This design comes from an exercise in tuning for small area on the open sky130 flow, not from production work. The RTL was checked by simulation tests, not by an equivalence proof against the original design. Power figures rest on the tool's default switching activity, not on a simulated workload.

Design leveltwo_top, start of the top module:
module leveltwo_top
#(
    parameter int META_DELAY = 4
) (
    input  wire  logic                                    clk_i,
    input  wire  logic                                    arst_n_i,
    input  wire  logic [l2_pkg::NTIO*l2_pkg::TRIG_W-1:0]  tio_trig_i,
    input  wire  logic [l2_pkg::NTIO*l2_pkg::META_W-1:0]  tio_meta_i,
    input  wire  logic                                    holdoff_i,
    input  wire  logic                                    dead_i,
    input  wire  logic                                    logictype_i,
    input  wire  logic                                    rf_en_i,
    input  wire  logic [l2_pkg::MASK_LF_LSB+1:0]          mask_i,
    output logic [l2_pkg::NTIO*l2_pkg::META_W-1:0]        tio_meta_o,
    output logic [l2_pkg::NPOL*l2_pkg::NSECT-1:0]         leveltwo_o,
    output logic [l2_pkg::NPOL-1:0]                       mie_o,
    output logic [1:0]                                    lf_o,
    output logic                                          aux_o,
    output logic                                          levelthree_o,
    output logic                                          trig_o
);
For scale: roughly 610 I/O pins.
==> module leveltwo_top, before the edit <==
module leveltwo_top
#(
    parameter int META_DELAY = 4
) (
    input  wire  logic                                    clk_i,
    input  wire  logic                                    arst_n_i,
    input  wire  logic [l2_pkg::NTIO*l2_pkg::TRIG_W-1:0]  tio_trig_i,
    input  wire  logic [l2_pkg::NTIO*l2_pkg::META_W-1:0]  tio_meta_i,
    input  wire  logic                                    holdoff_i,
    input  wire  logic                                    dead_i,
    input  wire  logic                                    logictype_i,
    input  wire  logic                                    rf_en_i,
    input  wire  logic [l2_pkg::MASK_LF_LSB+1:0]          mask_i,
    output logic [l2_pkg::NTIO*l2_pkg::META_W-1:0]        tio_meta_o,
    output logic [l2_pkg::NPOL*l2_pkg::NSECT-1:0]         leveltwo_o,
    output logic [l2_pkg::NPOL-1:0]                       mie_o,
    output logic [1:0]                                    lf_o,
    output logic                                          aux_o,
    output logic                                          levelthree_o,
    output logic                                          trig_o
);
    localparam int NTIO        = l2_pkg::NTIO;
    localparam int NSECT       = l2_pkg::NSECT;
    localparam int NPOL        = l2_pkg::NPOL;
    localparam int NREGION     = l2_pkg::NREGION;
    localparam int NSLOT       = l2_pkg::NSLOT;
    localparam int SLOT_W      = l2_pkg::SLOT_W;
    localparam int META_W      = l2_pkg::META_W;
    localparam int TRIG_W      = l2_pkg::TRIG_W;
    localparam int LF_BIT      = l2_pkg::LF_BIT;
    localparam int AUX_BIT     = l2_pkg::AUX_BIT;
    localparam int MASK_LF_LSB = l2_pkg::MASK_LF_LSB;
    localparam int MW          = NTIO*META_W;
    localparam int NS          = NPOL*NSECT;
    logic [META_DELAY-1:0] por_q;
    always_ff @(posedge clk_i or negedge arst_n_i) begin
        if (!arst_n_i) por_q <= '0;
        else           por_q <= {por_q[META_DELAY-2:0], 1'b1};
    end
    logic [MW-1:0] meta_q [META_DELAY];
    always_ff @(posedge clk_i) begin
        meta_q[0] <= tio_meta_i;
        for (int i = 1; i < META_DELAY; i++) begin
            meta_q[i] <= meta_q[i-1];
        end
    end
    assign tio_meta_o = meta_q[META_DELAY-1] & {MW{por_q[META_DELAY-1]}};
    logic          v1, v2;
    logic [MW-1:0] m1, m2;
    assign v1 = por_q[1];
    assign v2 = por_q[2];
    assign m1 = meta_q[1];
    assign m2 = meta_q[2];
    logic [NS-1:0] sec_d;
    logic [NS-1:0] sec_q, hit_q, hit_qq;
    for (genvar p = 0; p < NPOL; p++) begin : g_pol
        for (genvar s = 0; s < NSECT; s++) begin : g_sect
            localparam int SH    = (s + 1) % NSECT;
            localparam int LO_LSB = (s < NSLOT)
                ? META_W*((p == 0) ? 0 : 3) + SLOT_W*(NSLOT-1-s)
                : META_W*((p == 0) ? 1 : 2) + SLOT_W*(s-NSLOT);
            localparam int HI_LSB = NREGION + ((SH < NSLOT)
                ? META_W*((p == 0) ? 0 : 3) + SLOT_W*(NSLOT-1-SH)
                : META_W*((p == 0) ? 1 : 2) + SLOT_W*(SH-NSLOT));
            logic [NREGION-1:0] lo, hi, coinc;
            assign lo    = m1[LO_LSB +: NREGION] | (m2[LO_LSB +: NREGION] & {NREGION{v2}});
            assign hi    = m1[HI_LSB +: NREGION] | (m2[HI_LSB +: NREGION] & {NREGION{v2}});
            assign coinc = logictype_i ? (lo | hi) : (lo & hi);
            assign sec_d[NSECT*p + s] = (|coinc) & v1 & ~mask_i[NSECT*p + s];
        end
    end
    always_ff @(posedge clk_i or negedge arst_n_i) begin
        if (!arst_n_i) begin
            sec_q      <= '0;
            hit_q      <= '0;
            hit_qq     <= '0;
            leveltwo_o <= '0;
        end else begin
            sec_q      <= sec_d;
            hit_q      <= sec_q;
            hit_qq     <= hit_q;
            leveltwo_o <= hit_q & ~hit_qq;
        end
    end
    logic [NPOL-1:0] pol_q;
    logic [2:0]      side_d;
    logic [2:0]      side_q, side_q2, side_q3;
    logic            trig_q;
    always_comb begin
        side_d[2] = 1'b0;
        for (int t = 0; t < NTIO; t++) begin
            side_d[2] = side_d[2] | tio_trig_i[TRIG_W*t + AUX_BIT];
        end
        side_d[0] = (tio_trig_i[TRIG_W*0 + LF_BIT] | tio_trig_i[TRIG_W*2 + LF_BIT]) & rf_en_i & ~mask_i[MASK_LF_LSB];
        side_d[1] = (tio_trig_i[TRIG_W*1 + LF_BIT] | tio_trig_i[TRIG_W*3 + LF_BIT]) & rf_en_i & ~mask_i[MASK_LF_LSB+1];
    end
    always_ff @(posedge clk_i or negedge arst_n_i) begin
        if (!arst_n_i) begin
            pol_q   <= '0;
            side_q  <= '0;
            side_q2 <= '0;
            side_q3 <= '0;
            trig_q  <= 1'b0;
        end else begin
            pol_q[0] <= (|sec_q[NSECT-1:0])  & por_q[META_DELAY-1] & rf_en_i;
            pol_q[1] <= (|sec_q[NS-1:NSECT]) & por_q[META_DELAY-1] & rf_en_i;
            side_q   <= side_d;
            side_q2  <= side_q;
            side_q3  <= side_q2;
            trig_q   <= ~holdoff_i & ~dead_i & ((|side_q3) | (|pol_q));
        end
    end
    assign trig_o       = trig_q;
    assign levelthree_o = trig_q;
    assign mie_o        = pol_q & {NPOL{~holdoff_i}};
    assign lf_o         = side_q3[1:0] & {2{~holdoff_i}};
    assign aux_o        = side_q3[2] & ~holdoff_i;
endmodule
export LEC_CHECK = 0
export CAP_MARGIN = 20
export CORE_MARGIN = 2
export CORE_UTILIZATION = 40
export SLEW_MARGIN = 20
create_clock -name core_clock -period 3.0 [get_ports {clk_i}]
run.sh (not shown) runs the stock make flow with config.mk's settings and CLKGATE_MAP_FILE= SYNTH_SCRIPT=/design/flow/synth_recipe.tcl, a recipe that flattens the netlist after the stock synthesis.
Then changed:
--- a/flow/design.v
+++ b/flow/design.v
@@ -250,44 +250,42 @@
             meta_q[i] <= meta_q[i-1];
         end
     end
     assign tio_meta_o = meta_q[META_DELAY-1] & {MW{por_q[META_DELAY-1]}};
-    logic          v1, v2;
-    logic [MW-1:0] m1, m2;
-    assign v1 = por_q[1];
-    assign v2 = por_q[2];
-    assign m1 = meta_q[1];
+    logic [MW-1:0]   m2, m3;
+    logic [NS-1:0]   mask_q;
+    logic            logictype_q;
+    logic [NS-1:0]   hit_d;
+    logic [NS-1:0]   hit_q, hit_qq;
     assign m2 = meta_q[2];
-    logic [NS-1:0] sec_d;
-    logic [NS-1:0] sec_q, hit_q, hit_qq;
+    assign m3 = tio_meta_o;
+    always_ff @(posedge clk_i) begin
+        mask_q      <= mask_i[NS-1:0];
+        logictype_q <= logictype_i;
+    end
     for (genvar p = 0; p < NPOL; p++) begin : g_pol
         for (genvar s = 0; s < NSECT; s++) begin : g_sect
-            localparam int SH    = (s + 1) % NSECT;
+            localparam int SH     = (s + 1) % NSECT;
             localparam int LO_LSB = (s < NSLOT)
                 ? META_W*((p == 0) ? 0 : 3) + SLOT_W*(NSLOT-1-s)
                 : META_W*((p == 0) ? 1 : 2) + SLOT_W*(s-NSLOT);
             localparam int HI_LSB = NREGION + ((SH < NSLOT)
                 ? META_W*((p == 0) ? 0 : 3) + SLOT_W*(NSLOT-1-SH)
                 : META_W*((p == 0) ? 1 : 2) + SLOT_W*(SH-NSLOT));
             logic [NREGION-1:0] lo, hi, coinc;
-            assign lo    = m1[LO_LSB +: NREGION] | (m2[LO_LSB +: NREGION] & {NREGION{v2}});
-            assign hi    = m1[HI_LSB +: NREGION] | (m2[HI_LSB +: NREGION] & {NREGION{v2}});
-            assign coinc = logictype_i ? (lo | hi) : (lo & hi);
-            assign sec_d[NSECT*p + s] = (|coinc) & v1 & ~mask_i[NSECT*p + s];
+            assign lo    = m2[LO_LSB +: NREGION] | m3[LO_LSB +: NREGION];
+            assign hi    = m2[HI_LSB +: NREGION] | m3[HI_LSB +: NREGION];
+            assign coinc = logictype_q ? (lo | hi) : (lo & hi);
+            assign hit_d[NSECT*p + s] = (|coinc) & por_q[2] & ~mask_q[NSECT*p + s];
         end
     end
+    always_ff @(posedge clk_i) begin
+        hit_q  <= hit_d;
+        hit_qq <= hit_q;
+    end
     always_ff @(posedge clk_i or negedge arst_n_i) begin
-        if (!arst_n_i) begin
-            sec_q      <= '0;
-            hit_q      <= '0;
-            hit_qq     <= '0;
-            leveltwo_o <= '0;
-        end else begin
-            sec_q      <= sec_d;
-            hit_q      <= sec_q;
-            hit_qq     <= hit_q;
-            leveltwo_o <= hit_q & ~hit_qq;
-        end
+        if (!arst_n_i) leveltwo_o <= '0;
+        else           leveltwo_o <= hit_q & ~hit_qq & {NS{por_q[0]}};
     end
     logic [NPOL-1:0] pol_q;
     logic [2:0]      side_d;
     logic [2:0]      side_q, side_q2, side_q3;
@@ -307,10 +305,10 @@
             side_q2 <= '0;
             side_q3 <= '0;
             trig_q  <= 1'b0;
         end else begin
-            pol_q[0] <= (|sec_q[NSECT-1:0])  & por_q[META_DELAY-1] & rf_en_i;
-            pol_q[1] <= (|sec_q[NS-1:NSECT]) & por_q[META_DELAY-1] & rf_en_i;
+            pol_q[0] <= (|hit_d[NSECT-1:0])  & por_q[META_DELAY-1] & rf_en_i;
+            pol_q[1] <= (|hit_d[NS-1:NSECT]) & por_q[META_DELAY-1] & rf_en_i;
             side_q   <= side_d;
             side_q2  <= side_q;
             side_q3  <= side_q2;
             trig_q   <= ~holdoff_i & ~dead_i & ((|side_q3) | (|pol_q));
=> Fmax fell by 3.8%; clock skew came out higher by 0.0031 ns; worst hold slack gets worse by 0.021 ns; cell count decreases by 4.9%; register-to-register slack got worse by 0.85 ns; combinational power fell by about 3%; critical path depth grows by 1; total power stays flat; worst setup slack degrades by 0.11 ns; wire length decreases by 4.5%; design area drops by 1.6%; global-route usage went down by 0.46 points; sequential share of layout area goes up by 0.10 points; synthesized area goes down by 2.8%.

[separate check: timing with driven ports]
The results above use ideal ports. As a check the final layouts listed here were re-extracted and re-timed, cells and wires unchanged. Step 1 sets driving cells, clkbuf_16 on the clock port and buf_2 on the other inputs (assumed; they add their load-dependent delay and slew). Step 2 also shifts input and output timing later by t, the mid clock arrival at the registers, as if the neighbouring blocks saw the same clock. Three values: ideal ports, drivers, drivers and shift; two values: the first two.
| run | shift t [ns] | setup slack, ns | worst hold slack (ns) | clock arrival spread, ns | slew at the worst register clock pin (ns) |
|---|---|---|---|---|---|
| the first run | 0.698 | 0.135 / 0.075 / 0.509 | 0.320 / 0.320 / 0.320 | 0.045 / 0.045 | 0.07 / 0.07 |
| the second run | 0.703 | 0.023 / -0.037 / 0.088 | 0.299 / 0.299 / 0.299 | 0.047 / 0.047 | 0.07 / 0.07 |
After both steps setup and hold are still met in every run listed.
